Source: an optimization exercise on an open RTL-to-GDS flow (aim: small area, a short achievable clock period and few clock cycles). Production flows keep margins and buffers that such runs may drop.
RTL that was checked went through simulation tests only; none was proved equivalent to the original.
The RTL of runs 1 and 2 was laid out without a check of its function.
Power is estimated from default activity; no workload was simulated.

==> design/flow/design.v <==
package riscv_pkg;
  localparam int addr_width = 16;
  localparam int xlen = 32;
  localparam logic [addr_width-1:0] start_pc = 16'h4000;
  localparam logic [6:0] op_lui     = 7'b0110111;
  localparam logic [6:0] op_auipc   = 7'b0010111;
  localparam logic [6:0] op_jal     = 7'b1101111;
  localparam logic [6:0] op_jalr    = 7'b1100111;
  localparam logic [6:0] op_branch  = 7'b1100011;
  localparam logic [6:0] op_load    = 7'b0000011;
  localparam logic [6:0] op_store   = 7'b0100011;
  localparam logic [6:0] op_alu_imm = 7'b0010011;
  localparam logic [6:0] op_alu_reg = 7'b0110011;
  localparam logic [6:0] op_system  = 7'b1110011;
endpackage
`timescale 1ns/1ps
module alu
(
  input  logic [2:0]  funct3,
  input  logic        sub,           
  input  logic        arith,         
  input  logic [31:0] operand_a,
  input  logic [31:0] operand_b,
  output logic [31:0] result,
  output logic [31:0] sum
);
  logic [32:0] wide;
  logic        lt_signed;
  logic        lt_unsigned;
  logic [4:0]  shamt;
  logic        left;
  logic [31:0] sh_in;
  logic [32:0] sh_wide;
  logic [31:0] sh_out;
  logic [31:0] sh_res;
  prefix_adder #(.W(32)) i_adder
  (
    .a    (operand_a),
    .b    (sub ? ~operand_b : operand_b),
    .cin  (sub),
    .sum  (wide[31:0]),
    .cout (wide[32])
  );
  assign sum = wide[31:0];
  assign lt_unsigned = ~wide[32];
  assign lt_signed = (operand_a[31] ^ operand_b[31]) ? operand_a[31] : wide[31];
  assign shamt = operand_b[4:0];
  assign left = (funct3 == 3'b001);
  always_comb
    for (int i = 0; i < 32; i++)
      sh_in[i] = left ? operand_a[31 - i] : operand_a[i];
  assign sh_wide = $signed({arith & operand_a[31], sh_in}) >>> shamt;
  always_comb
    for (int i = 0; i < 32; i++)
      sh_out[i] = left ? sh_wide[31 - i] : sh_wide[i];
  assign sh_res = sh_out;
  always_comb
  begin
    case (funct3)
      3'b001: result = sh_res;
      3'b010: result = {31'd0, lt_signed};
      3'b011: result = {31'd0, lt_unsigned};
      3'b100: result = operand_a ^ operand_b;
      3'b101: result = sh_res;
      3'b000: result = operand_a ^ operand_b;
      3'b110: result = operand_a | operand_b;
      default: result = operand_a & operand_b;
    endcase
  end
endmodule
module prefix_adder #(parameter int W = 32)
(
  input  logic [W-1:0] a,
  input  logic [W-1:0] b,
  input  logic         cin,
  output logic [W-1:0] sum,
  output logic         cout
);
  localparam int L = $clog2(W);
  logic [W-1:0] g [L+1];
  logic [W-1:0] p [L+1];
  logic [W-1:0] x;
  assign x = a ^ b;
  always_comb
  begin
    g[0] = a & b;
    p[0] = x;
    g[0][0] = (a[0] & b[0]) | (x[0] & cin);
    for (int l = 0; l < L; l++)
      for (int i = 0; i < W; i++)
        if ((i >> l) & 1)
        begin
          g[l+1][i] = g[l][i] | (p[l][i] & g[l][((i >> l) << l) - 1]);
          p[l+1][i] = p[l][i] & p[l][((i >> l) << l) - 1];
        end
        else
        begin
          g[l+1][i] = g[l][i];
          p[l+1][i] = p[l][i];
        end
  end
  assign sum  = x ^ {g[L][W-2:0], cin};
  assign cout = g[L][W-1];
endmodule
`timescale 1ns/1ps
module register_file
(
  input  logic        raw_clk,
  input  logic [31:1] rs1_sel,
  input  logic [31:1] rs2_sel,
  input  logic        rs1_byp,
  input  logic        rs2_byp,
  output logic [31:0] rs1_data,
  output logic [31:0] rs2_data,
  input  logic        rd_we,
  input  logic [4:0]  rd_addr,
  input  logic [31:0] rd_wdata
);
  logic [31:0] regs [1:31];
  always_comb
  begin
    rs1_data = {32{rs1_byp}} & rd_wdata;
    rs2_data = {32{rs2_byp}} & rd_wdata;
    for (int i = 1; i < 32; i++)
    begin
      rs1_data = rs1_data | ({32{rs1_sel[i]}} & regs[i]);
      rs2_data = rs2_data | ({32{rs2_sel[i]}} & regs[i]);
    end
  end
  always_ff @(posedge raw_clk)
  begin
    if (rd_we && rd_addr != 5'd0)
      regs[rd_addr] <= rd_wdata;
  end
endmodule
`timescale 1ns/1ps
module load_store_unit
(
  input  logic [2:0]  st_funct3,
  input  logic [1:0]  st_ea_low,
  input  logic [31:0] store_data,
  output logic [31:0] wdata,
  output logic [3:0]  byte_en,
  input  logic [2:0]  ld_funct3,
  input  logic [1:0]  ld_ea_low,
  input  logic [31:0] rdata,
  output logic [31:0] load_value
);
  logic [7:0]  load_byte;
  logic [15:0] load_half;
  logic        unsigned_load;
  always_comb
  begin
    case (st_funct3[1:0])
      2'b00:
      begin
        wdata = {4{store_data[7:0]}};
        byte_en = 4'b0001 << st_ea_low;
      end
      2'b01:
      begin
        wdata = {2{store_data[15:0]}};
        byte_en = st_ea_low[1] ? 4'b1100 : 4'b0011;
      end
      default:
      begin
        wdata = store_data;
        byte_en = 4'b1111;
      end
    endcase
  end
  assign unsigned_load = ld_funct3[2];
  assign load_byte = rdata[8*ld_ea_low +: 8];
  assign load_half = ld_ea_low[1] ? rdata[31:16] : rdata[15:0];
  always_comb
  begin
    case (ld_funct3[1:0])
      2'b00: load_value = {{24{load_byte[7] & ~unsigned_load}}, load_byte};
      2'b01: load_value = {{16{load_half[15] & ~unsigned_load}}, load_half};
      default: load_value = rdata;
    endcase
  end
endmodule
`timescale 1ns/1ps
module core_control
(
  input  logic                 raw_clk,
  input  logic                 button_reset,
  input  logic                 button_halt,
  input  logic [31:0]          mem_rdata,
  output logic [15:0]          mem_addr,
  output logic [31:0]          mem_wdata,
  output logic [3:0]           mem_byte_en,
  output logic                 mem_enable,
  output logic                 mem_write,
  output logic [2:0]           st_funct3,
  output logic [1:0]           st_ea_low,
  input  logic [31:0]          store_wdata,
  input  logic [3:0]           store_byte_en,
  output logic [2:0]           ld_funct3,
  output logic [1:0]           ld_ea_low,
  input  logic [31:0]          load_value,
  output logic [31:1]          rs1_sel,
  output logic [31:1]          rs2_sel,
  output logic                 rs1_byp,
  output logic                 rs2_byp,
  input  logic [31:0]          rs1_data,
  input  logic [31:0]          rs2_data,
  output logic                 rd_we,
  output logic [4:0]           rd_addr,
  output logic [31:0]          rd_wdata,
  output logic [2:0]           alu_funct3,
  output logic                 alu_sub,
  output logic                 alu_arith,
  output logic [31:0]          operand_a,
  output logic [31:0]          operand_b,
  input  logic [31:0]          alu_result,
  input  logic [31:0]          alu_sum,
  output logic                 halted,
  output logic                 error
);
  logic [15:0] req_addr;
  logic        req_en;
  logic        req_we;
  logic [31:0] req_wdata;
  logic [3:0]  req_be;
  logic        req_fetch;       
  logic        req_load;
  logic [4:0]  req_rd;
  logic [2:0]  req_f3;
  logic [15:0] resp_addr;
  logic        resp_fetch;
  logic        resp_load;
  logic [4:0]  resp_rd;
  logic [2:0]  resp_f3;
  logic [15:0] last_fetch;      
  logic [15:0] seq_addr;
  logic [31:0] ir;
  logic [15:0] ir_pc;
  logic        ir_valid;
  logic [4:0]  rs1_addr;
  logic [4:0]  rs2_addr;
  logic        stopped;
  assign seq_addr    = last_fetch + 16'd4;
  assign mem_addr    = req_addr;
  assign mem_enable  = req_en;
  assign mem_write   = req_we;
  assign mem_wdata   = req_wdata;
  assign mem_byte_en = req_be;
  logic [6:0]  opcode;
  logic [2:0]  funct3;
  logic [4:0]  rd;
  logic        is_lui, is_auipc, is_jal, is_jalr, is_branch;
  logic        is_load, is_store, is_alui, is_alur, is_system, is_unknown;
  logic [31:0] i_imm, s_imm, b_imm, u_imm, j_imm;
  assign opcode = ir[6:0];
  assign funct3 = ir[14:12];
  assign rd     = ir[11:7];
  assign is_lui    = (opcode == riscv_pkg::op_lui);
  assign is_auipc  = (opcode == riscv_pkg::op_auipc);
  assign is_jal    = (opcode == riscv_pkg::op_jal);
  assign is_jalr   = (opcode == riscv_pkg::op_jalr);
  assign is_branch = (opcode == riscv_pkg::op_branch);
  assign is_load   = (opcode == riscv_pkg::op_load);
  assign is_store  = (opcode == riscv_pkg::op_store);
  assign is_alui   = (opcode == riscv_pkg::op_alu_imm);
  assign is_alur   = (opcode == riscv_pkg::op_alu_reg);
  assign is_system = (opcode == riscv_pkg::op_system);
  assign is_unknown = !(is_lui || is_auipc || is_jal || is_jalr || is_branch || is_load ||
                        is_store || is_alui || is_alur || is_system);
  assign i_imm = {{20{ir[31]}}, ir[31:20]};
  assign s_imm = {{20{ir[31]}}, ir[31:25], ir[11:7]};
  assign b_imm = {{19{ir[31]}}, ir[31], ir[7], ir[30:25], ir[11:8], 1'b0};
  assign u_imm = {ir[31:12], 12'h000};
  assign j_imm = {{11{ir[31]}}, ir[31], ir[19:12], ir[20], ir[30:21], 1'b0};
  assign rs1_addr = ir[19:15];
  assign rs2_addr = ir[24:20];
  logic uses_rs1;
  logic uses_rs2;
  logic writes_rd;
  assign uses_rs1  = !(is_lui || is_auipc || is_jal);
  assign uses_rs2  = is_branch || is_store || is_alur;
  assign writes_rd = is_lui || is_auipc || is_jal || is_jalr || is_load || is_alui || is_alur;
  logic hazard;
  logic ld_wb;
  logic ex;
  logic memop;
  logic drop;
  logic halt_btn;
  logic stop_now;
  assign hazard = req_load && (req_rd != 5'd0) &&
                  ((uses_rs1 && rs1_addr == req_rd) || (uses_rs2 && rs2_addr == req_rd) ||
                   (writes_rd && rd == req_rd));
  assign ld_wb  = resp_load;
  assign ex     = ir_valid && !hazard && !ld_wb && !stopped;
  assign memop    = ex && (is_load || is_store);
  assign drop     = resp_fetch && ir_valid && !ex;
  logic [15:0] c_fetch_addr   [2];
  logic        c_resp_fetch   [2];
  logic        c_ir_valid     [2];
  for (genvar k = 0; k < 2; k++)
  begin : g_outcome
    logic bt;
    logic redir;
    assign bt    = (k == 1);
    assign redir = ex && (is_jal || is_jalr || (is_branch && bt));
    assign c_fetch_addr[k] = redir ? pc_target :
                             drop  ? resp_addr :
                                     seq_addr;
    assign c_resp_fetch[k] = req_fetch && !redir && !drop;
    assign c_ir_valid[k]   = (!ir_valid || ex) ? (resp_fetch && !redir) : ir_valid;
  end
  logic use_ea;
  assign use_ea = memop || (ex && is_jalr);
  assign halt_btn = !button_halt && !error;
  assign stop_now = halt_btn || (ex && (is_system || is_unknown)) || stopped;
  logic branch_taken;
  logic cmp_eq;
  logic cmp_ltu;
  logic cmp_lt;
  assign cmp_eq  = (rs1_data == rs2_data);
  logic [31:0] cmp_diff;
  logic        cmp_carry;
  prefix_adder #(.W(32)) i_compare
  (
    .a    (rs1_data),
    .b    (~rs2_data),
    .cin  (1'b1),
    .sum  (cmp_diff),
    .cout (cmp_carry)
  );
  assign cmp_ltu = !cmp_carry;
  assign cmp_lt  = (rs1_data[31] ^ rs2_data[31]) ? rs1_data[31] : cmp_ltu;
  assign branch_taken = (funct3[2] ? (funct3[1] ? cmp_ltu : cmp_lt) : cmp_eq) ^ funct3[0];
  assign alu_funct3 = funct3;
  assign alu_sub    = ((is_alur || is_alui) && funct3[2:1] == 2'b01) ||
                      (is_alur && funct3 == 3'b000 && ir[30]);
  assign alu_arith  = ir[30];
  assign operand_a  = rs1_data;
  assign operand_b  = is_alur ? rs2_data : i_imm;
  logic [15:0] ea_sum;
  logic [15:0] ea_addr;
  logic        ea_carry;
  prefix_adder #(.W(16)) i_ea_adder
  (
    .a    (rs1_data[15:0]),
    .b    (is_store ? s_imm[15:0] : i_imm[15:0]),
    .cin  (1'b0),
    .sum  (ea_sum),
    .cout (ea_carry)
  );
  assign ea_addr = {ea_sum[15:2], ea_sum[1:0] & {2{!is_jalr}}};
  logic [15:0] pc_target;
  logic [15:0] link;
  logic [31:0] aux_value;
  assign pc_target   = ir_pc + (is_jal ? j_imm[15:0] : b_imm[15:0]);
  assign link        = ir_pc + 16'd4;
  assign aux_value   = is_lui   ? u_imm :
                       is_auipc ? ({16'h0000, ir_pc} + u_imm) :
                                  {16'h0000, link};
  logic        w_we;
  logic [4:0]  w_rd;
  logic [31:0] w_data;
  logic        wb_we;
  logic [4:0]  wb_rd;
  logic [31:0] wb_data;
  assign w_we   = ld_wb || (ex && writes_rd);
  assign w_rd   = ld_wb ? resp_rd : rd;
  logic        w_sum;
  assign w_sum  = (is_alur || is_alui) && (funct3 == 3'b000);
  assign w_data = ld_wb ? load_value :
                  w_sum ? alu_sum : ((is_alur || is_alui) ? alu_result : aux_value);
  assign rd_we    = wb_we;
  assign rd_addr  = wb_rd;
  assign rd_wdata = wb_data;
  logic       take;
  logic [4:0] rs1_next;
  logic [4:0] rs2_next;
  logic       byp1_next;
  logic       byp2_next;
  assign take      = !ir_valid || ex;
  assign rs1_next  = take ? mem_rdata[19:15] : rs1_addr;
  assign rs2_next  = take ? mem_rdata[24:20] : rs2_addr;
  assign byp1_next = w_we && (w_rd == rs1_next) && (rs1_next != 5'd0);
  assign byp2_next = w_we && (w_rd == rs2_next) && (rs2_next != 5'd0);
  assign ld_funct3 = resp_f3;
  assign ld_ea_low = resp_addr[1:0];
  assign st_funct3 = funct3;
  assign st_ea_low = ea_sum[1:0];
  assign halted = stopped && !error;
  always_ff @(posedge raw_clk)
  begin
    req_wdata <= store_wdata;
    req_be    <= store_byte_en;
    req_rd    <= rd;
    req_f3    <= funct3;
    resp_addr <= req_addr;
    resp_rd   <= req_rd;
    resp_f3   <= req_f3;
    if (!ir_valid || ex)
    begin
      ir    <= mem_rdata;
      ir_pc <= resp_addr;
    end
    for (int i = 1; i < 32; i++)
    begin
      rs1_sel[i] <= (rs1_next == 5'(i)) && !byp1_next;
      rs2_sel[i] <= (rs2_next == 5'(i)) && !byp2_next;
    end
    rs1_byp <= byp1_next;
    rs2_byp <= byp2_next;
    wb_rd   <= w_rd;
    wb_data <= w_data;
    if (!button_reset)
    begin
      req_addr   <= riscv_pkg::start_pc;
      req_en     <= 1'b1;
      req_we     <= 1'b0;
      req_fetch  <= 1'b1;
      req_load   <= 1'b0;
      last_fetch <= riscv_pkg::start_pc;
      resp_fetch <= 1'b0;
      resp_load  <= 1'b0;
      ir_valid   <= 1'b0;
      wb_we      <= 1'b0;
      stopped    <= 1'b0;
      error      <= 1'b0;
    end
    else
    begin
      resp_fetch <= branch_taken ? c_resp_fetch[1] : c_resp_fetch[0];
      resp_load  <= req_load;
      wb_we      <= w_we;
      ir_valid   <= branch_taken ? c_ir_valid[1] : c_ir_valid[0];
      if (stop_now)
      begin
        req_en    <= 1'b0;
        req_we    <= 1'b0;
        req_fetch <= 1'b0;
        req_load  <= 1'b0;
        stopped   <= 1'b1;
        if (!halt_btn && !stopped && ex && is_unknown)
          error <= 1'b1;
      end
      else
      begin
        req_en    <= 1'b1;
        req_we    <= memop && is_store;
        req_fetch <= !memop;
        req_load  <= memop && is_load;
        if (use_ea)
          req_addr <= ea_addr;
        else
          req_addr <= branch_taken ? c_fetch_addr[1] : c_fetch_addr[0];
        if (ex && is_jalr)
          last_fetch <= ea_addr;
        else if (!memop)
          last_fetch <= branch_taken ? c_fetch_addr[1] : c_fetch_addr[0];
      end
    end
  end
endmodule
`timescale 1ns/1ps
module riscv_core
(
  input  logic                raw_clk,
  input  logic                button_reset,
  input  logic                button_halt,
  output logic [15:0]         mem_addr,
  output logic [31:0]         mem_wdata,
  output logic [3:0]          mem_byte_en,
  output logic                mem_enable,
  output logic                mem_write,
  input  logic [31:0]         mem_rdata,
  output logic                halted,
  output logic                error
);
  logic [2:0]  st_funct3;
  logic [1:0]  st_ea_low;
  logic [31:0] store_wdata;
  logic [3:0]  store_byte_en;
  logic [2:0]  ld_funct3;
  logic [1:0]  ld_ea_low;
  logic [31:0] load_value;
  logic [31:1] rs1_sel;
  logic [31:1] rs2_sel;
  logic        rs1_byp;
  logic        rs2_byp;
  logic [31:0] rs1_data;
  logic [31:0] rs2_data;
  logic        rd_we;
  logic [4:0]  rd_addr;
  logic [31:0] rd_wdata;
  logic [2:0]  alu_funct3;
  logic        alu_sub;
  logic        alu_arith;
  logic [31:0] operand_a;
  logic [31:0] operand_b;
  logic [31:0] alu_result;
  logic [31:0] alu_sum;
  core_control i_control
  (
    .raw_clk       (raw_clk),
    .button_reset  (button_reset),
    .button_halt   (button_halt),
    .mem_rdata     (mem_rdata),
    .mem_addr      (mem_addr),
    .mem_wdata     (mem_wdata),
    .mem_byte_en   (mem_byte_en),
    .mem_enable    (mem_enable),
    .mem_write     (mem_write),
    .st_funct3     (st_funct3),
    .st_ea_low     (st_ea_low),
    .store_wdata   (store_wdata),
    .store_byte_en (store_byte_en),
    .ld_funct3     (ld_funct3),
    .ld_ea_low     (ld_ea_low),
    .load_value    (load_value),
    .rs1_sel       (rs1_sel),
    .rs2_sel       (rs2_sel),
    .rs1_byp       (rs1_byp),
    .rs2_byp       (rs2_byp),
    .rs1_data      (rs1_data),
    .rs2_data      (rs2_data),
    .rd_we         (rd_we),
    .rd_addr       (rd_addr),
    .rd_wdata      (rd_wdata),
    .alu_funct3    (alu_funct3),
    .alu_sub       (alu_sub),
    .alu_arith     (alu_arith),
    .operand_a     (operand_a),
    .operand_b     (operand_b),
    .alu_result    (alu_result),
    .alu_sum       (alu_sum),
    .halted        (halted),
    .error         (error)
  );
  register_file i_register_file
  (
    .raw_clk  (raw_clk),
    .rs1_sel  (rs1_sel),
    .rs2_sel  (rs2_sel),
    .rs1_byp  (rs1_byp),
    .rs2_byp  (rs2_byp),
    .rs1_data (rs1_data),
    .rs2_data (rs2_data),
    .rd_we    (rd_we),
    .rd_addr  (rd_addr),
    .rd_wdata (rd_wdata)
  );
  alu i_alu
  (
    .funct3       (alu_funct3),
    .sub          (alu_sub),
    .arith        (alu_arith),
    .operand_a    (operand_a),
    .operand_b    (operand_b),
    .result       (alu_result),
    .sum          (alu_sum)
  );
  load_store_unit i_load_store_unit
  (
    .st_funct3  (st_funct3),
    .st_ea_low  (st_ea_low),
    .store_data (rs2_data),
    .wdata      (store_wdata),
    .byte_en    (store_byte_en),
    .ld_funct3  (ld_funct3),
    .ld_ea_low  (ld_ea_low),
    .rdata      (mem_rdata),
    .load_value (load_value)
  );
endmodule
==> design/flow/flow/run.sh <==
#!/bin/bash
set -euo pipefail
export SETUP_SLACK_MARGIN=${MARGIN:-7.0}
bash standard.sh > standard_flow.log 2>&1
==> design/flow/standard.sh <==
#!/bin/bash
# synth_recipe.tcl (not shown) runs the flow's synth.tcl, then flattens the netlist and writes it again
# the make line also repeats each setting of config.mk as NAME=value (left out here)
make -C /OpenROAD-flow-scripts/flow DESIGN_CONFIG=/design/flow/config.mk WORK_HOME=/design/flow/orfs CLKGATE_MAP_FILE= SYNTH_SCRIPT=/design/flow/synth_recipe.tcl "${@:-finish}"
==> design/flow/config.mk <==
export PLATFORM = sky130hd
export DESIGN_NAME = riscv_core
export DESIGN_NICKNAME = riscv_core
export VERILOG_FILES = /design/flow/design.v
export SDC_FILE = /design/flow/constraint.sdc
export NUM_CORES = 4
export LEC_CHECK = 0
export CAP_MARGIN = 20
export CORE_MARGIN = 2
export CORE_UTILIZATION = 40
export CTS_CLUSTER_DIAMETER = 100
export CTS_CLUSTER_SIZE = 20
export SLEW_MARGIN = 20
==> design/flow/constraint.sdc <==
create_clock -name core_clock -period 12.0 [get_ports {raw_clk}]
set_input_delay 2.4000 -clock core_clock [delete_from_list [all_inputs] [get_ports {raw_clk}]]
set_output_delay 2.4000 -clock core_clock [all_outputs]
set_load 0.01 [all_outputs]
==> impl_results.md, run 1 <==
* Port Buffer Count at 90
* Global-route wire length before repair at 405,000 um
* Final setup violating endpoints at 0
* Post-CTS clock slew at the launch and capture registers of the worst setup and hold paths at roughly 0.090 ns
* Headroom to the max-slew limit at 22.9%
* Endpoint of the lowest-slack register-to-register path: i_control.wb_data[7]$_DFF_P_
* Tot Pwr at between 0.009 and 0.01 W
* Total number of placement rows at 141
* Count of pins on the block boundary at ~90
* PwrDens at roughly 140 mW/mm2
* Total routing usage reported by global routing at between 30% and 40%
* Worst path slowest cell: sky130_fd_sc_hd__a221oi_2
* Startpoint of the worst register-to-register path: i_control.ir[14]$_DFFE_PP_
* Launching instance or port of the critical path: i_control.ir[14]$_DFFE_PP_
* Post-synth ARST share at 0%
* Hold Crit Class: reg -> reg
* CTS tree: done
* RSZ-0062 raised after global routing: true
* Antenna violations before repair at 12
* YS warnings at 13
* Sort of element at the start of the critical path: register
* WL final at 304,000 um
* Netlist area before placement at 0.0599 mm2
* R2r setup slk at slightly below 7 ns
* Number of buffers inserted during clock tree synthesis at 74
* Post-route antenna net violation count at 0
* Die ar. at around 0.15 mm2
* Area growth, synth to finish at 13.6%
* Vias per std cell at 7.57
* Slew Limit Fails at 0
* Setup Crit Path Kind: reg -> reg
* Total DRC errors in the routed layout at 0
* Critical path required time at between 10 and 15 ns
* Library cell occupying the most area in the post-synthesis netlist: sky130_fd_sc_hd__edfxtp_1
* Worst Tran Pin Value at around 1.2 ns
* Leakage dissipation at between 20 and 25 nW
* Most common library cell in the layout ignoring fill and taps: sky130_fd_sc_hd__edfxtp_1
* Insertion delay of the later-clocked pin in the worst-skew pair at between 0.7 and 0.8 ns
* EDFF count, synth at 1,040
* Min cycle time layout at 5.11 ns
* Maximum root-to-sink buffer count at 3
* Number of clock sinks at between 1k and 1.5k
* NumNets Final at approximately 5.2k
* Clock skew at approximately 0.084 ns
* Mean cell area of the mapped netlist at ~12 um2
* Outcome: timing/DRC/antenna clean
* Share of synthesized area occupied by flip-flops and latches at approximately three fifths
* Mean routed wirelength per cell at between 40 and 50 um
* Reg2Reg Depth at 13
* Post-detailed-placement half-perimeter wirelength at approximately 180,000 um
* Horizontal extent of the die at slightly below 400 um
* Syn Nets at 5,081
* Largest cells by area after synthesis: sky130_fd_sc_hd__edfxtp_1, sky130_fd_sc_hd__a22oi_1, sky130_fd_sc_hd__dfxtp_1
* Crit-path max FO at 27
* Startpoint of the lowest-slack hold path: i_control.req_f3[1]$_DFF_P_
* Initial DRC Count at 12.5k
* Peak ir drop on the vdd network at approximately 0.13 mV
* Final TNS setup at 0 ns
* Final Hold Fails at 0
* Achievable frequency at approximately 200 MHz
* Distinct cell type count of the synthesized netlist at 104
* Die height at 391 um
* Top cell type's share of synthesized area at a little over half
* Root Buffer: sky130_fd_sc_hd__clkbuf_16
* Number of global-route vias before repair at a little under 50k
* Hold Crit Endpoint: i_control.resp_f3[1]$_DFF_P_
* Highest-count cells in the layout ignoring fill and taps: sky130_fd_sc_hd__edfxtp_1, sky130_fd_sc_hd__a22oi_1, sky130_fd_sc_hd__nand4_1
* Global placement routability congestion at approximately 1.1
* Series of cell instances along the critical path: buf_4, clkinv_2, nand2_1, nor2_4, buf_4, mux2i_1, mux2_2, o22ai_1, a221oi_2, a221oi_1, o21ai_1, a221oi_1, nor2_2
* Data arrival at the endpoint of the critical path at roughly 5.7 ns
* Final Cycle Share at a little over two fifths
* Top flip-flop cell by instance count after synthesis: sky130_fd_sc_hd__edfxtp_1
* Max-cap check violation count at 0
* Core area at around 0.15 mm2
* Peak per-stage delay on the critical path at ~0.5 ns
* Vias after detailed routing at approximately 53k
* Gate count after technology mapping at approximately 5k
* Total congestion overflow after global routing at 0
* First-pass iteration count of the detailed router at 22
* Cell depth of the worst min-delay path at 0
* Quantity of hold-fixing buffers added after cts at 0
* # H-tree levels at 3
* Maximum number of pins on one net before global-route repair at 62
* Worst setup EP type: register
* Number of register bits inferred by synthesis at ~1.3k
* Fraction of layout instances using a drive strength above 1 at roughly an eighth
* Starting density of the core at about 40%
cell type report:
type / instances / area [um2]
antenna: 9 / 22.5
clock buffer: 128 / 2110
clock inverter: 10 / 160
fill: 13300 / 80200
inverter: 127 / 488
multi-input combinational: 3171 / 23500
sequential: 1251 / 35600
tap: 1930 / 2410
timing repair buffer: 377 / 3720
synthesized netlist by cell type (all sizes together) (9+ instances only):
library cell and instances:
a22o 59, and3 22, nor3 83, dfxtp 211, and2 10, a21oi 218
a31oi 31, edfxtp 1040, inv 126, mux2i 122, or4 27, o221ai 18
nand4 223, a2111oi 9, nand2b 26, clkbuf 235, xor2 83, ha 160
nor2 204, nor4 75, o21ai 132, fa 11, mux2 25, o22ai 14
nand2 203, nor2b 18, nand3b 11, a22oi 932, a221oi 74, o211ai 24
a21o 34, xnor2 57, o311ai 13, a211oi 33, buf 91, nand3 105
worst max-delay path by stage:
stage	cells past startpoint	to
2_1_floorplan	19	i_control.wb_data[8]$_DFF_P_
3_3_place_gp	20	i_control.wb_data[23]$_DFF_P_
3_5_place_dp	18	i_control.wb_data[0]$_DFF_P_
4_1_cts	20	i_control.wb_data[27]$_DFF_P_
5_1_grt	13	i_control.rs2_sel[9]$_DFF_P_
6_report	13	i_control.wb_data[7]$_DFF_P_
stage by stage:
stage               std cells  hold slack [ns]  setup slack [ns]  util, %  instance area, um2
global placement         6768            0.312              6.09     43.1               63800
global route             6997            0.330              6.97     45.9               68000
detailed placement       6768            0.314              6.05     43.1               63800
CTS                      6930            0.331              7.00     45.1               66900
floorplan                4875            0.310              7.10        -               59900
finish                   7003            0.324              6.89     45.9               68000
what timing repair did:
action | 4_1_cts | 5_1_grt
resized for setup | 152 | 147
setup buffers | 22 | 58
cloned | 2 | 5
endpoints found under the setup margin | 126 | 119
pin swaps | 8 | 19
report_power, final:
part	total, W	switching, W	internal, W
logic	0.00188	0.00125	0.000634
registers	0.00489	0.000116	0.00477
clock network	0.00276	0.00153	0.00123
total	0.00953	0.00289	0.00663
sequential cells by signal, indices dropped and copies added (netlist names), 4 cells and up:
| signal | cells |
|---|---|
| i_register_file.regs | 992 |
| i_control.ir | 32 |
| i_control.req_wdata | 32 |
| i_control.wb_data | 32 |
| i_control.rs1_sel | 31 |
| i_control.rs2_sel | 31 |
| i_control.ir_pc | 16 |
| i_control.last_fetch | 16 |
| i_control.req_addr | 16 |
| i_control.resp_addr | 16 |
| i_control.req_rd | 5 |
| i_control.resp_rd | 5 |
| i_control.wb_rd | 5 |
| i_control.req_be | 4 |
worst max-delay path: cells and delay by family (launching register included):
family          cells  cell delay, ns
flops               1            0.36
simple gates        3            1.32
mux                 2            0.56
compound gates      5            1.48
buf+inv             3            1.17
kinds of logic (layout without fill, tap and decap cells):
kind of cell	Yosys count	after routing	synth area share (%)
mux	149	149	2.66
other cells	0	9	0
flops	1251	1251	59.2
simple gates	1043	1043	9.18
buf+inv	453	642	3.10
xor+xnor	140	140	2.05
compound gates	1668	1668	20.1
fa+ha+maj	171	171	3.71
layer usage:
metal  part of all wire [%]  global-route usage (%)  wire length [um]
met3                     17                    17.0             50800
met5                  0.075                  0.0957               228
met1                     33                    46.0             99900
met4                     10                    28.0             31700
met2                     40                    54.3            121000
==> inputs of run 2 (changes only) <==
==> design/flow/flow/run.sh (replaced) <==
#!/bin/bash
set -euo pipefail
export SETUP_SLACK_MARGIN=${MARGIN:-7.5}
bash standard.sh > standard_flow.log 2>&1
==> impl_results.md, run 2 <==
* Outcome: timing/DRC/antenna clean
* WL final at 335,000 um (+10%)
* Last element of the critical path: i_control.wb_data[16]$_DFF_P_
* Critical path required time at 12.71 ns (+0.12 ns)
* Peak per-stage delay on the critical path at 0.53 ns (+0.03 ns)
* Largest cells by area after synthesis: sky130_fd_sc_hd__edfxtp_1, sky130_fd_sc_hd__a22oi_1, sky130_fd_sc_hd__dfxtp_1
* Die height at 391 um (unchanged)
* Netlist area before placement at 0.0599 mm2 (unchanged)
* Starting density of the core at 40.4% (unchanged)
* Total congestion overflow after global routing at 0 (unchanged)
* Series of cell instances along the critical path: bufbuf_16, a22oi_1, nand4_1, nor4_2, buf_4, inv_1, ha_2, o21a_1, o211ai_1, a21boi_2, a21oi_4, fa_2, o22ai_4, nor2_4, a31oi_4, buf_12, a221oi_2, a21oi_1
* Antenna violations before repair at 20 (+8)
* Root Buffer: sky130_fd_sc_hd__clkbuf_16
* Clock skew at 0.0649 ns (-0.0196 ns)
* Final instance area at 0.0729 mm2 (+7.1%)
* Number of buffers inserted during clock tree synthesis at 77 (+4.1%)
* Number of register bits inferred by synthesis at 1,251 (unchanged)
* Leakage dissipation at 25.0 nW (+8.5%)
* CTS tree: done
* Mean routed wirelength per cell at 46.2 um (+6.4%)
* Number of global-route vias before repair at 50.9k (+3.7%)
* Syn Nets at 5,081 (unchanged)
* Gate count after technology mapping at 4,875 (unchanged)
* Endpoint of the lowest-slack register-to-register path: i_control.wb_data[16]$_DFF_P_
* Launching instance or port of the critical path: i_control.rs1_sel[10]$_DFF_P_
* Worst setup EP type: register
* First-pass iteration count of the detailed router at 11 (-50%)
* Number of clock sinks at 1,251 (unchanged)
* Data arrival at the endpoint of the critical path at 5.41 ns (-0.29 ns)
* Top cell type's share of synthesized area at 52.1% (unchanged)
* Most frequent cell after synthesis: sky130_fd_sc_hd__edfxtp_1
* Total routing usage reported by global routing at 41.7% (+3.3 points)
* Share of synthesized area occupied by flip-flops and latches at 59.2% (unchanged)
* Final TNS setup at 0 ns (unchanged)
* YS warnings at 13 (unchanged)
* Slew Limit Fails at 0 (unchanged)
* Min cycle time layout at 4.70 ns (-0.408 ns)
* Total DRC errors in the routed layout at 0 (unchanged)
* Achievable frequency at 213 MHz (+8.7%)
* Distinct cell type count of the synthesized netlist at 104 (unchanged)
* PwrDens at 137 mW/mm2 (-2.5%)
* Quantity of hold-fixing buffers added after cts at 0 (unchanged)
* Total number of placement rows at 141 (unchanged)
* Maximum root-to-sink buffer count at 3 (unchanged)
* Global-route wire length before repair at 435,000 um (+7.2%)
* NumNets Final at 5,457 (+4.8%)
* Worst Tran Pin Value at 1.16 ns (-0.000819 ns)
* Peak ir drop on the vdd network at 0.121 mV (-5.5%)
* Post-synth ARST share at 0% (unchanged)
* Fraction of layout instances using a drive strength above 1 at 21.5% (+8.1 points)
* Area growth, synth to finish at 21.7%
* Final setup violating endpoints at 0 (unchanged)
* Horizontal extent of the die at 391 um (unchanged)
* Initial DRC Count at 11.6k (-7.7%)
* Setup Crit Path Kind: reg -> reg
* Max reg flops at 992 (unchanged)
* Post-Place Setup Slack at 5.27 ns (-0.778 ns)
* Register containing the most flip-flops in the final layout: i_register_file.regs
* Maximum number of pins on one net before global-route repair at 46 (-26%)
* Vias after detailed routing at 55.9k (+5.5%)
* Post-place instance area at 0.0639 mm2 (+0.12%)
* Ranking of synthesized cells by instance count: sky130_fd_sc_hd__edfxtp_1, sky130_fd_sc_hd__a22oi_1, sky130_fd_sc_hd__clkbuf_1
* Insertion delay of the later-clocked pin in the worst-skew pair at 0.78 ns (about the same)
* Global placement routability congestion at 1.04 (-1.9%)
* Post-route antenna net violation count at 0 (unchanged)
* Die ar. at 0.153 mm2 (unchanged)
* Reg2Reg Depth at 18 (+5)
* Sort of element at the start of the critical path: register
* Most common library cell in the layout ignoring fill and taps: sky130_fd_sc_hd__edfxtp_1
* Hold Crit Class: reg -> reg
* Final Hold Fails at 0 (unchanged)
* Port Buffer Count at 90 (unchanged)
* EDFF count, synth at 1,040 (unchanged)
* Highest-count cells in the layout ignoring fill and taps: sky130_fd_sc_hd__edfxtp_1, sky130_fd_sc_hd__a22oi_1, sky130_fd_sc_hd__buf_4
* Worst path slowest cell: sky130_fd_sc_hd__fa_2
* R2r setup slk at 7.30 ns (+0.41 ns)
* Final Cycle Share at 39.2% (-3.4 points)
* Core area at 0.148 mm2 (unchanged)
* Post-detailed-placement half-perimeter wirelength at 187,000 um (+4.7%)
* # H-tree levels at 3 (unchanged)
* Final worst slack at 7.30 ns (+0.408 ns)
* Headroom to the max-slew limit at 22.9% (+0.055 points)
* Post-CTS clock slew at the launch and capture registers of the worst setup and hold paths at 0.09 ns (about the same)
* RSZ-0062 raised after global routing: true
* Startpoint of the worst register-to-register path: i_control.rs1_sel[10]$_DFF_P_
* Count of pins on the block boundary at 91 (unchanged)
* Library cell occupying the most area in the post-synthesis netlist: sky130_fd_sc_hd__edfxtp_1
* Max-cap check violation count at 0 (unchanged)
* Top flip-flop cell by instance count after synthesis: sky130_fd_sc_hd__edfxtp_1
* Vias per std cell at 7.70 (+1.7%)
* Crit-path max FO at 15 (-44%)
* Mean cell area of the mapped netlist at 12.3 um2 (unchanged)
run 2: cell counts after synthesis:
Identical to the previous run, type by type.
run 2: how the worst min path moves through the flow:
| stage | startpoint | to | slack (ns) | cells past startpoint |
|---|---|---|---|---|
| detailed placement | i_control.req_f3[2]$_DFF_P_ | i_control.resp_f3[2]$_DFF_P_ | 0.31 | 0 |
| global placement | i_control.req_f3[0]$_DFF_P_ | i_control.resp_f3[0]$_DFF_P_ | 0.31 | 0 |
| CTS | i_control.req_f3[1]$_DFF_P_ | i_control.resp_f3[1]$_DFF_P_ | 0.34 | 0 |
| floorplan | i_control.req_f3[0]$_DFF_P_ | i_control.resp_f3[0]$_DFF_P_ | 0.31 | 0 |
| global route | i_control.req_f3[2]$_DFF_P_ | i_control.resp_f3[2]$_DFF_P_ | 0.34 | 0 |
| finish | i_control.req_f3[1]$_DFF_P_ | i_control.resp_f3[1]$_DFF_P_ | 0.34 | 0 |
run 2: timing repair:
action | in CTS | in global routing
buffers inserted | 177 | 113
gates resized for setup | 452 | 227
endpoints found under the setup margin | 132 | 126
pin swaps | 65 | 130
gates cloned | 22 | 12
run 2: layout make-up:
cell class / count / area [um2]
multi-input cells: 3171 / 24800
repair buffers: 623 / 6990
flip-flops and latches: 1251 / 35700
clock inverters: 15 / 223
fillers: 12900 / 75300
clock buffers: 120 / 2130
diodes: 24 / 60.1
well taps: 1930 / 2410
inverters: 127 / 526
run 2: routing by layer:
layer / part of all wire (%) / vias up / global-route usage, %
met5: 0.16 / - / 0.734
met1: 33 / 26900 / 48.4
met3: 16 / 2291 / 19.0
li1: - / 20500 / -
met4: 12 / 22 / 33.8
met2: 39 / 6249 / 58.8
run 2: logic make-up after synthesis:
family                   after synthesis  share of synthesized area [%]
AO/OA/AOI/OAI                       1668                           20.1
adder cells (fa/ha/maj)              171                           3.71
XOR/XNOR                             140                           2.05
multiplexers                         149                           2.66
AND/OR/NAND/NOR                     1043                           9.18
buffers and inverters                453                           3.10
flip-flops                          1251                           59.2
run 2: critical path: cells and delay by family (launching register included):
kind            cells  cell delay (ns)
flops               1             0.45
simple gates        3             0.62
buf+inv             4             1.05
fa+ha+maj           2             0.90
compound gates      9             1.63
run 2: stage by stage:
step	util, %	hold slack (ns)	std cells	total power [W]
finish	49.2	0.336	7261	0.00995
global route	49.1	0.342	7240	0.0101
CTS	47.5	0.337	7112	0.00968
detailed placement	43.1	0.314	6778	0.00669
global placement	43.1	0.313	6778	0.00669
floorplan	-	0.310	4875	0.00586
run 2: power breakdown:
group | switching [W] | internal (W)
combinational | 0.00141 | 0.000799
sequential | 0.000114 | 0.00477
clock | 0.00159 | 0.00127
total | 0.00312 | 0.00684
==> inputs of run 3 (changes only) <==
--- a/design/flow/design.v
+++ b/design/flow/design.v
@@ -33,7 +33,7 @@
   logic [32:0] sh_wide;
   logic [31:0] sh_out;
   logic [31:0] sh_res;
-  prefix_adder #(.W(32)) i_adder
+  prefix_adder #(.W(32), .L(5)) i_adder
   (
     .a    (operand_a),
     .b    (sub ? ~operand_b : operand_b),
@@ -68,7 +68,7 @@
     endcase
   end
 endmodule
-module prefix_adder #(parameter int W = 32)
+module prefix_adder #(parameter int W = 32, parameter int L = 5)    
 (
   input  logic [W-1:0] a,
   input  logic [W-1:0] b,
@@ -76,7 +76,6 @@
   output logic [W-1:0] sum,
   output logic         cout
 );
-  localparam int L = $clog2(W);
   logic [W-1:0] g [L+1];
   logic [W-1:0] p [L+1];
   logic [W-1:0] x;
@@ -321,7 +320,7 @@
   assign cmp_eq  = (rs1_data == rs2_data);
   logic [31:0] cmp_diff;
   logic        cmp_carry;
-  prefix_adder #(.W(32)) i_compare
+  prefix_adder #(.W(32), .L(5)) i_compare
   (
     .a    (rs1_data),
     .b    (~rs2_data),
@@ -341,7 +340,7 @@
   logic [15:0] ea_sum;
   logic [15:0] ea_addr;
   logic        ea_carry;
-  prefix_adder #(.W(16)) i_ea_adder
+  prefix_adder #(.W(16), .L(4)) i_ea_adder
   (
     .a    (rs1_data[15:0]),
     .b    (is_store ? s_imm[15:0] : i_imm[15:0]),
==> impl_results.md, run 3 <==
* CTS tree: done
* Gate count after technology mapping at 4,875 (unchanged)
* Final Cycle Share at 39.2% (unchanged)
* Ranking of synthesized cells by instance count: sky130_fd_sc_hd__edfxtp_1, sky130_fd_sc_hd__a22oi_1, sky130_fd_sc_hd__clkbuf_1
* Total DRC errors in the routed layout at 0 (unchanged)
* YS warnings at 13 (unchanged)
* Syn Nets at 5,081 (unchanged)
* Die ar. at 0.153 mm2 (unchanged)
* Distinct cell type count of the synthesized netlist at 104 (unchanged)
* Startpoint of the worst register-to-register path: i_control.rs1_sel[10]$_DFF_P_
* Footprint of the multi-input gates at 0.0248 mm2 (unchanged)
* Die height at 391 um (unchanged)
* Port Buffer Count at 90 (unchanged)
* Post-synth ARST share at 0% (unchanged)
* Post-route antenna net violation count at 0 (unchanged)
* Number of buffers inserted during clock tree synthesis at 77 (unchanged)
* Fillcell total at 12.9k (unchanged)
* Mean cell area of the mapped netlist at 12.3 um2 (unchanged)
* Final setup violating endpoints at 0 (unchanged)
* Number of register bits inferred by synthesis at 1,251 (unchanged)
* Max reg flops at 992 (unchanged)
* Hold Crit Class: reg -> reg
* RSZ-0062 raised after global routing: true
* Storage element area at 0.0357 mm2 (unchanged)
* Root Buffer: sky130_fd_sc_hd__clkbuf_16
* Launching instance or port of the critical path: i_control.rs1_sel[10]$_DFF_P_
* Data arrival at the endpoint of the critical path at 5.41 ns (about the same)
* Register containing the most flip-flops in the final layout: i_register_file.regs
* Headroom to the max-slew limit at 22.9% (unchanged)
* Total number of placement rows at 141 (unchanged)
* R2r setup slk at 7.30 ns (about the same)
* Maximum number of pins on one net before global-route repair at 46 (unchanged)
* Count of pins on the block boundary at 91 (unchanged)
* Vias after detailed routing at 55.9k (unchanged)
* Last element of the critical path: i_control.wb_data[16]$_DFF_P_
* Total congestion overflow after global routing at 0 (unchanged)
* Reg2Reg Depth at 18 (unchanged)
* Area growth, synth to finish at 21.7% (unchanged)
* Share of synthesized area occupied by flip-flops and latches at 59.2% (unchanged)
* Horizontal extent of the die at 391 um (unchanged)
* Library cell occupying the most area in the post-synthesis netlist: sky130_fd_sc_hd__edfxtp_1
* PwrDens at 137 mW/mm2 (unchanged)
* Number of clock sinks at 1,251 (unchanged)
* Clock skew at 0.0649 ns (unchanged)
* Mean routed wirelength per cell at 46.2 um (unchanged)
* Worst Tran Pin Value at 1.16 ns (unchanged)
* Total routing usage reported by global routing at 41.7% (unchanged)
* Antenna violations before repair at 20 (unchanged)
* Outcome: timing/DRC/antenna clean
* Core area at 0.148 mm2 (unchanged)
* Netlist area before placement at 0.0599 mm2 (unchanged)
* Cell depth of the worst min-delay path at 0 (unchanged)
* NumNets Final at 5,457 (unchanged)
* Global placement routability congestion at 1.04 (unchanged)
* Min cycle time layout at 4.70 ns (unchanged)
* Maximum root-to-sink buffer count at 3 (unchanged)
* Leakage dissipation at 25.0 nW (unchanged)
* Final TNS setup at 0 ns (unchanged)
* Worst setup EP type: register
* # H-tree levels at 3 (unchanged)
* Most frequent cell after synthesis: sky130_fd_sc_hd__edfxtp_1
* Final Hold Fails at 0 (unchanged)
* Setup Crit Path Kind: reg -> reg
* Most common library cell in the layout ignoring fill and taps: sky130_fd_sc_hd__edfxtp_1
* Sort of element at the start of the critical path: register
* Global-route wire length before repair at 435,000 um (unchanged)
* First-pass iteration count of the detailed router at 11 (unchanged)
* Starting density of the core at 40.4% (unchanged)
* Critical path required time at 12.71 ns (about the same)
* Slew Limit Fails at 0 (unchanged)
* Peak ir drop on the vdd network at 0.121 mV (unchanged)
* Vias per std cell at 7.70 (unchanged)
* Post-CTS clock slew at the launch and capture registers of the worst setup and hold paths at 0.09 ns (about the same)
* Min Hold Slack at 0.336 ns (unchanged)
* Top flip-flop cell by instance count after synthesis: sky130_fd_sc_hd__edfxtp_1
* Initial DRC Count at 11.6k (unchanged)
* Max-cap check violation count at 0 (unchanged)
* Top cell type's share of synthesized area at 52.1% (unchanged)
* Insertion delay of the later-clocked pin in the worst-skew pair at 0.78 ns (about the same)
* Quantity of hold-fixing buffers added after cts at 0 (unchanged)
* WL final at 335,000 um (unchanged)
* Fraction of layout instances using a drive strength above 1 at 21.5% (unchanged)
* Crit-path max FO at 15 (unchanged)
* Endpoint of the lowest-slack register-to-register path: i_control.wb_data[16]$_DFF_P_
* Post-detailed-placement half-perimeter wirelength at 187,000 um (unchanged)
* Final instance area at 0.0729 mm2 (unchanged)
* Achievable frequency at 213 MHz (unchanged)
* Largest cells by area after synthesis: sky130_fd_sc_hd__edfxtp_1, sky130_fd_sc_hd__a22oi_1, sky130_fd_sc_hd__dfxtp_1
* Post-place instance area at 0.0639 mm2 (unchanged)
* EDFF count, synth at 1,040 (unchanged)
* Highest-count cells in the layout ignoring fill and taps: sky130_fd_sc_hd__edfxtp_1, sky130_fd_sc_hd__a22oi_1, sky130_fd_sc_hd__buf_4
* Number of global-route vias before repair at 50.9k (unchanged)
-- run 3: cell counts after synthesis --
Identical to the previous run, type by type.
-- run 3: worst min-delay path by stage --
stage,from,endpoint,slack (ns)
2_1_floorplan,i_control.req_f3[0]$_DFF_P_,i_control.resp_f3[0]$_DFF_P_,0.31
3_3_place_gp,i_control.req_f3[0]$_DFF_P_,i_control.resp_f3[0]$_DFF_P_,0.31
3_5_place_dp,i_control.req_f3[2]$_DFF_P_,i_control.resp_f3[2]$_DFF_P_,0.31
4_1_cts,i_control.req_f3[1]$_DFF_P_,i_control.resp_f3[1]$_DFF_P_,0.34
5_1_grt,i_control.req_f3[2]$_DFF_P_,i_control.resp_f3[2]$_DFF_P_,0.34
6_report,i_control.req_f3[1]$_DFF_P_,i_control.resp_f3[1]$_DFF_P_,0.34
-- run 3: repair_timing --
action | CTS | global route
resized for setup | 452 | 227
setup buffers | 177 | 113
pin swaps | 65 | 130
cloned | 22 | 12
setup endpoints to repair | 132 | 126
-- run 3: layer usage --
layer  GRT usage, %  routed length [um]  share of wire [%]
met1           48.4              110000                 33
met2           58.8              132000                 39
met3           19.0               53900                 16
met4           33.8               39100                 12
met5          0.734                 549               0.16
-- run 3: cells by family after synthesis --
family                   Yosys count  share of synthesized area, %
AO/OA/AOI/OAI                   1668                          20.1
AND/OR/NAND/NOR                 1043                          9.18
multiplexers                     149                          2.66
adder cells (fa/ha/maj)          171                          3.71
flip-flops                      1251                          59.2
buffers and inverters            453                          3.10
XOR/XNOR                         140                          2.05
-- run 3: per-stage QoR --
stage	instances	setup slack [ns]	power, W	utilization, %
finish	7261	7.30	0.00995	49.2
global route	7240	7.21	0.0101	49.1
CTS	7112	7.33	0.00968	47.5
detailed placement	6778	5.27	0.00669	43.1
global placement	6778	5.31	0.00669	43.1
floorplan	4875	7.52	0.00586	-
-- run 3: worst max-delay path, cell delays in order, from the launching register on --
cell	delay [ns]
sky130_fd_sc_hd__dfxtp_4	0.45
sky130_fd_sc_hd__bufbuf_16	0.37
sky130_fd_sc_hd__a22oi_1	0.18
sky130_fd_sc_hd__nand4_1	0.14
sky130_fd_sc_hd__nor4_2	0.40
sky130_fd_sc_hd__buf_4	0.27
sky130_fd_sc_hd__inv_1	0.26
sky130_fd_sc_hd__ha_2	0.37
sky130_fd_sc_hd__o21a_1	0.19
sky130_fd_sc_hd__o211ai_1	0.27
sky130_fd_sc_hd__a21boi_2	0.13
sky130_fd_sc_hd__a21oi_4	0.21
sky130_fd_sc_hd__fa_2	0.53
sky130_fd_sc_hd__o22ai_4	0.23
sky130_fd_sc_hd__nor2_4	0.08
sky130_fd_sc_hd__a31oi_4	0.18
sky130_fd_sc_hd__buf_12	0.15
sky130_fd_sc_hd__a221oi_2	0.04
sky130_fd_sc_hd__a21oi_1	0.20
-- run 3: final cells by class --
class                           count  share of cell area, %
Clock buffer                      120                   2.93
Inverter                          127                  0.721
Timing Repair Buffer              623                   9.59
Sequential cell                  1251                   49.0
Clock inverter                     15                  0.306
Antenna cell                       24                 0.0824
Multi-Input combinational cell   3171                   34.1
Tap cell                         1930                   3.31
-- run 3: report_power, final --
part | leakage, nW | switching, W | internal [W]
logic | 12.3 | 0.00141 | 0.000799
clock network | 1.13 | 0.00159 | 0.00127
registers | 11.5 | 0.000114 | 0.00477
Testbench counts of run 3, summed over its fixed seeds: cycles 134,829.
==> inputs of run 4 (changes only) <==
==> design/flow/flow/run.sh (replaced) <==
#!/bin/bash
set -euo pipefail
export SETUP_SLACK_MARGIN=${MARGIN:-7.0}
bash standard.sh > standard_flow.log 2>&1
==> impl_results.md, run 4 <==
* Most frequent cell after synthesis: sky130_fd_sc_hd__edfxtp_1
* Share of synthesized area occupied by flip-flops and latches at 59.2% (unchanged)
* First-pass iteration count of the detailed router at 22 (+11)
* Hold Crit Class: reg -> reg
* Final Cycle Share at 42.6% (+3.4 points)
* Peak ir drop on the vdd network at 0.128 mV (+5.8%)
* Most common library cell in the layout ignoring fill and taps: sky130_fd_sc_hd__edfxtp_1
* YS warnings at 13 (unchanged)
* Quantity of hold-fixing buffers added after cts at 0 (unchanged)
* Mean routed wirelength per cell at 43.4 um (-6.0%)
* Distinct cell type count of the synthesized netlist at 104 (unchanged)
* Final setup violating endpoints at 0 (unchanged)
* Gate count after technology mapping at 4,875 (unchanged)
* Critical path required time at 12.59 ns (-0.12 ns)
* Fillcell total at 13.3k (+2.9%)
* Net switching component of the power at 0.00289 W (-7.1%)
* Top cell type's share of synthesized area at 52.1% (unchanged)
* Global placement routability congestion at 1.06 (+2.0%)
* Crit-path max FO at 27 (+12)
* Worst path slowest cell: sky130_fd_sc_hd__a221oi_2
* Initial DRC Count at 12.5k (+8.3%)
* Worst Tran Pin Value at 1.16 ns (+0.000819 ns)
* Number of register bits inferred by synthesis at 1,251 (unchanged)
* Vias per std cell at 7.57 (-1.7%)
* Mean cell area of the mapped netlist at 12.3 um2 (unchanged)
* Post-route antenna net violation count at 0 (unchanged)
* Max-cap check violation count at 0 (unchanged)
* Total routing usage reported by global routing at 38.3% (-3.3 points)
* Port Buffer Count at 90 (unchanged)
* Antenna violations before repair at 12 (-40%)
* Post-CTS clock slew at the launch and capture registers of the worst setup and hold paths at 0.09 ns (about the same)
* Max reg flops at 992 (unchanged)
* Number of clock sinks at 1,251 (unchanged)
* Total congestion overflow after global routing at 0 (unchanged)
* Number of buffers inserted during clock tree synthesis at 74 (-3.9%)
* Post-synth ARST share at 0% (unchanged)
* Clock skew at 0.0844 ns (+0.0196 ns)
* Starting density of the core at 40.4% (unchanged)
* Combinational share of power at 19.8% (-2.4 points)
* NumNets Final at 5,208 (-4.6%)
* Global-route wire length before repair at 405,000 um (-6.7%)
* Slew Limit Fails at 0 (unchanged)
* Register containing the most flip-flops in the final layout: i_register_file.regs
* End-of-flow core utilization at 45.9% (-3.3 points)
* Min cycle time layout at 5.11 ns (+0.408 ns)
* Root Buffer: sky130_fd_sc_hd__clkbuf_16
* Post-place instance area at 0.0638 mm2 (-0.12%)
* Count of pins on the block boundary at 91 (unchanged)
* Syn Nets at 5,081 (unchanged)
* CTS tree: done
* Insertion delay of the later-clocked pin in the worst-skew pair at 0.77 ns (about the same)
* Data arrival at the endpoint of the critical path at 5.70 ns (+0.29 ns)
* Final instance area at 0.0680 mm2 (-6.6%)
* Vias after detailed routing at 53.0k (-5.2%)
* Maximum number of pins on one net before global-route repair at 62 (+35%)
* Setup Crit Path Kind: reg -> reg
* Horizontal extent of the die at 391 um (unchanged)
* Top flip-flop cell by instance count after synthesis: sky130_fd_sc_hd__edfxtp_1
* Series of cell instances along the critical path: buf_4, clkinv_2, nand2_1, nor2_4, buf_4, mux2i_1, mux2_2, o22ai_1, a221oi_2, a221oi_1, o21ai_1, a221oi_1, nor2_2
* Clock power frac at 28.9% (+0.2 points)
* Headroom to the max-slew limit at 22.9% (-0.055 points)
* Share of power burned in registers at 51.3% (+2.2 points)
* Core area at 0.148 mm2 (unchanged)
* Total placed cells including tap cells at 6,768 (-0.15%)
* Library cell occupying the most area in the post-synthesis netlist: sky130_fd_sc_hd__edfxtp_1
* Die ar. at 0.153 mm2 (unchanged)
* Finished Layout Cells at 7,003 (-3.6%)
* Outcome: timing/DRC/antenna clean
* RSZ-0062 raised after global routing: true
* Die height at 391 um (unchanged)
* Area growth, synth to finish at 13.6%
* Highest-count cells in the layout ignoring fill and taps: sky130_fd_sc_hd__edfxtp_1, sky130_fd_sc_hd__a22oi_1, sky130_fd_sc_hd__nand4_1
* Int Pwr at 0.00663 W (-3.0%)
* EDFF count, synth at 1,040 (unchanged)
* Ranking of synthesized cells by instance count: sky130_fd_sc_hd__edfxtp_1, sky130_fd_sc_hd__a22oi_1, sky130_fd_sc_hd__clkbuf_1
* Peak per-stage delay on the critical path at 0.50 ns (-0.03 ns)
* Final TNS setup at 0 ns (unchanged)
* # H-tree levels at 3 (unchanged)
* Final Hold Fails at 0 (unchanged)
* Leakage dissipation at 23.0 nW (-7.8%)
* Post-detailed-placement half-perimeter wirelength at 179,000 um (-4.4%)
* Number of global-route vias before repair at 49.1k (-3.6%)
* Fraction of layout instances using a drive strength above 1 at 13.3% (-8.1 points)
* Total DRC errors in the routed layout at 0 (unchanged)
* Sort of element at the start of the critical path: register
* Total number of placement rows at 141 (unchanged)
* Worst setup EP type: register
* PwrDens at 140 mW/mm2 (+2.5%)
* WL final at 304,000 um (-9.3%)
* Largest cells by area after synthesis: sky130_fd_sc_hd__edfxtp_1, sky130_fd_sc_hd__a22oi_1, sky130_fd_sc_hd__dfxtp_1
* Netlist area before placement at 0.0599 mm2 (unchanged)
* Maximum root-to-sink buffer count at 3 (unchanged)
* Fraction of power spent switching nets at 30.4% (-0.93 points)
* Achievable frequency at 196 MHz (-8.0%)
run 4: worst max-delay path: cells and delay by family (launching register included):
family,cells,cell delay [ns]
buffers and inverters,3,1.17
multiplexers,2,0.56
AO/OA/AOI/OAI,5,1.48
flip-flops,1,0.36
AND/OR/NAND/NOR,3,1.32
run 4: per-stage QoR:
| stage | hold WS, ns | setup WS (ns) | total power [W] |
|---|---|---|---|
| after global routing | 0.330 | 6.97 | 0.00973 |
| final | 0.324 | 6.89 | 0.00953 |
| after CTS | 0.331 | 7.00 | 0.00936 |
| after floorplan | 0.310 | 7.10 | 0.00586 |
| after detailed placement | 0.314 | 6.05 | 0.00665 |
| after global placement | 0.312 | 6.09 | 0.00665 |
run 4: worst paths after layout:
path / startpoint / endpoint / cells past startpoint / slack (ns)
setup / recovery: i_control.ir[14]$_DFFE_PP_ / i_control.wb_data[7]$_DFF_P_ / 13 / 6.89
setup reg to reg: i_control.ir[14]$_DFFE_PP_ / i_control.wb_data[7]$_DFF_P_ / 13 / 6.89
hold reg to reg: i_control.req_f3[1]$_DFF_P_ / i_control.resp_f3[1]$_DFF_P_ / 0 / 0.32
hold / removal: i_control.req_f3[1]$_DFF_P_ / i_control.resp_f3[1]$_DFF_P_ / 0 / 0.32
run 4: power groups by stage:
stage / Sequential, W / Clock, W / Combinational [W]
2_1_floorplan: 0.00496 / 0 / 0.000898
3_3_place_gp: 0.00500 / 0 / 0.00166
3_5_place_dp: 0.00500 / 0 / 0.00166
4_1_cts: 0.00489 / 0.00275 / 0.00172
5_1_grt: 0.00490 / 0.00290 / 0.00194
6_report: 0.00489 / 0.00276 / 0.00188
run 4: cell type report:
cell class                 instances  area [um2]  area share [%]
clock inverter                    10         160           0.235
timing repair buffer             377        3720            5.48
clock buffer                     128        2110            3.10
tap                             1930        2410            3.55
multi-input combinational       3171       23500            34.5
sequential                      1251       35600            52.4
inverter                         127         488           0.717
antenna                            9        22.5          0.0331
run 4: per-layer routing:
| layer | vias to the layer above | share of wire, % | wire [um] | global-route usage (%) |
|---|---|---|---|---|
| li1 | 19900 | - | - | - |
| met1 | 25200 | 33 | 99900 | 46.0 |
| met2 | 5885 | 40 | 121000 | 54.3 |
| met3 | 2032 | 17 | 50800 | 17.0 |
| met4 | 20 | 10 | 31700 | 28.0 |
| met5 | - | 0.075 | 228 | 0.0957 |
run 4: cell families (layout without fill, tap and decap cells):
group	Yosys count	after routing	share of synthesized area, %
fa+ha+maj	171	171	3.71
other cells	0	9	0
mux	149	149	2.66
xor+xnor	140	140	2.05
compound gates	1668	1668	20.1
simple gates	1043	1043	9.18
flops	1251	1251	59.2
buf+inv	453	642	3.10
run 4: repair_timing:
item	4_1_cts	5_1_grt
endpoints found under the setup margin	126	119
resized for setup	152	147
pin swaps	8	19
gates cloned	2	5
buffers inserted	22	58

## afterwards: timing with drivers on the ports
In the flow no input, the clock included, has a driving cell. The finished layouts below were timed again as built, in two steps.
Step 1 assumes that a clkbuf_16 drives the clock port and a buf_2 every other input.
Step 2 times the ports against the registers' clock, not the clock port: input delays grow and output delays shrink by t, the midpoint of the rising clock arrivals with the driver on.
a / b / c = no drivers / after step 1 / after step 2; a / b = the first two.
| run | t (ns) | setup WS [ns] | worst hold slack (ns) | worst setup path after step 2 |
|---|---|---|---|---|
| run 1 | 0.816 | 6.889 / 6.889 / 6.294 | 0.324 / 0.324 / 0.324 | input to register |
| run 2 | 0.828 | 7.297 / 7.297 / 6.676 | 0.336 / 0.336 / 0.336 | input to register |
| run 3 | 0.828 | 7.297 / 7.297 / 6.676 | 0.336 / 0.336 / 0.336 | input to register |
| run 4 | 0.816 | 6.889 / 6.889 / 6.294 | 0.324 / 0.324 / 0.324 | input to register |
After both steps setup and hold are still met in every run listed.
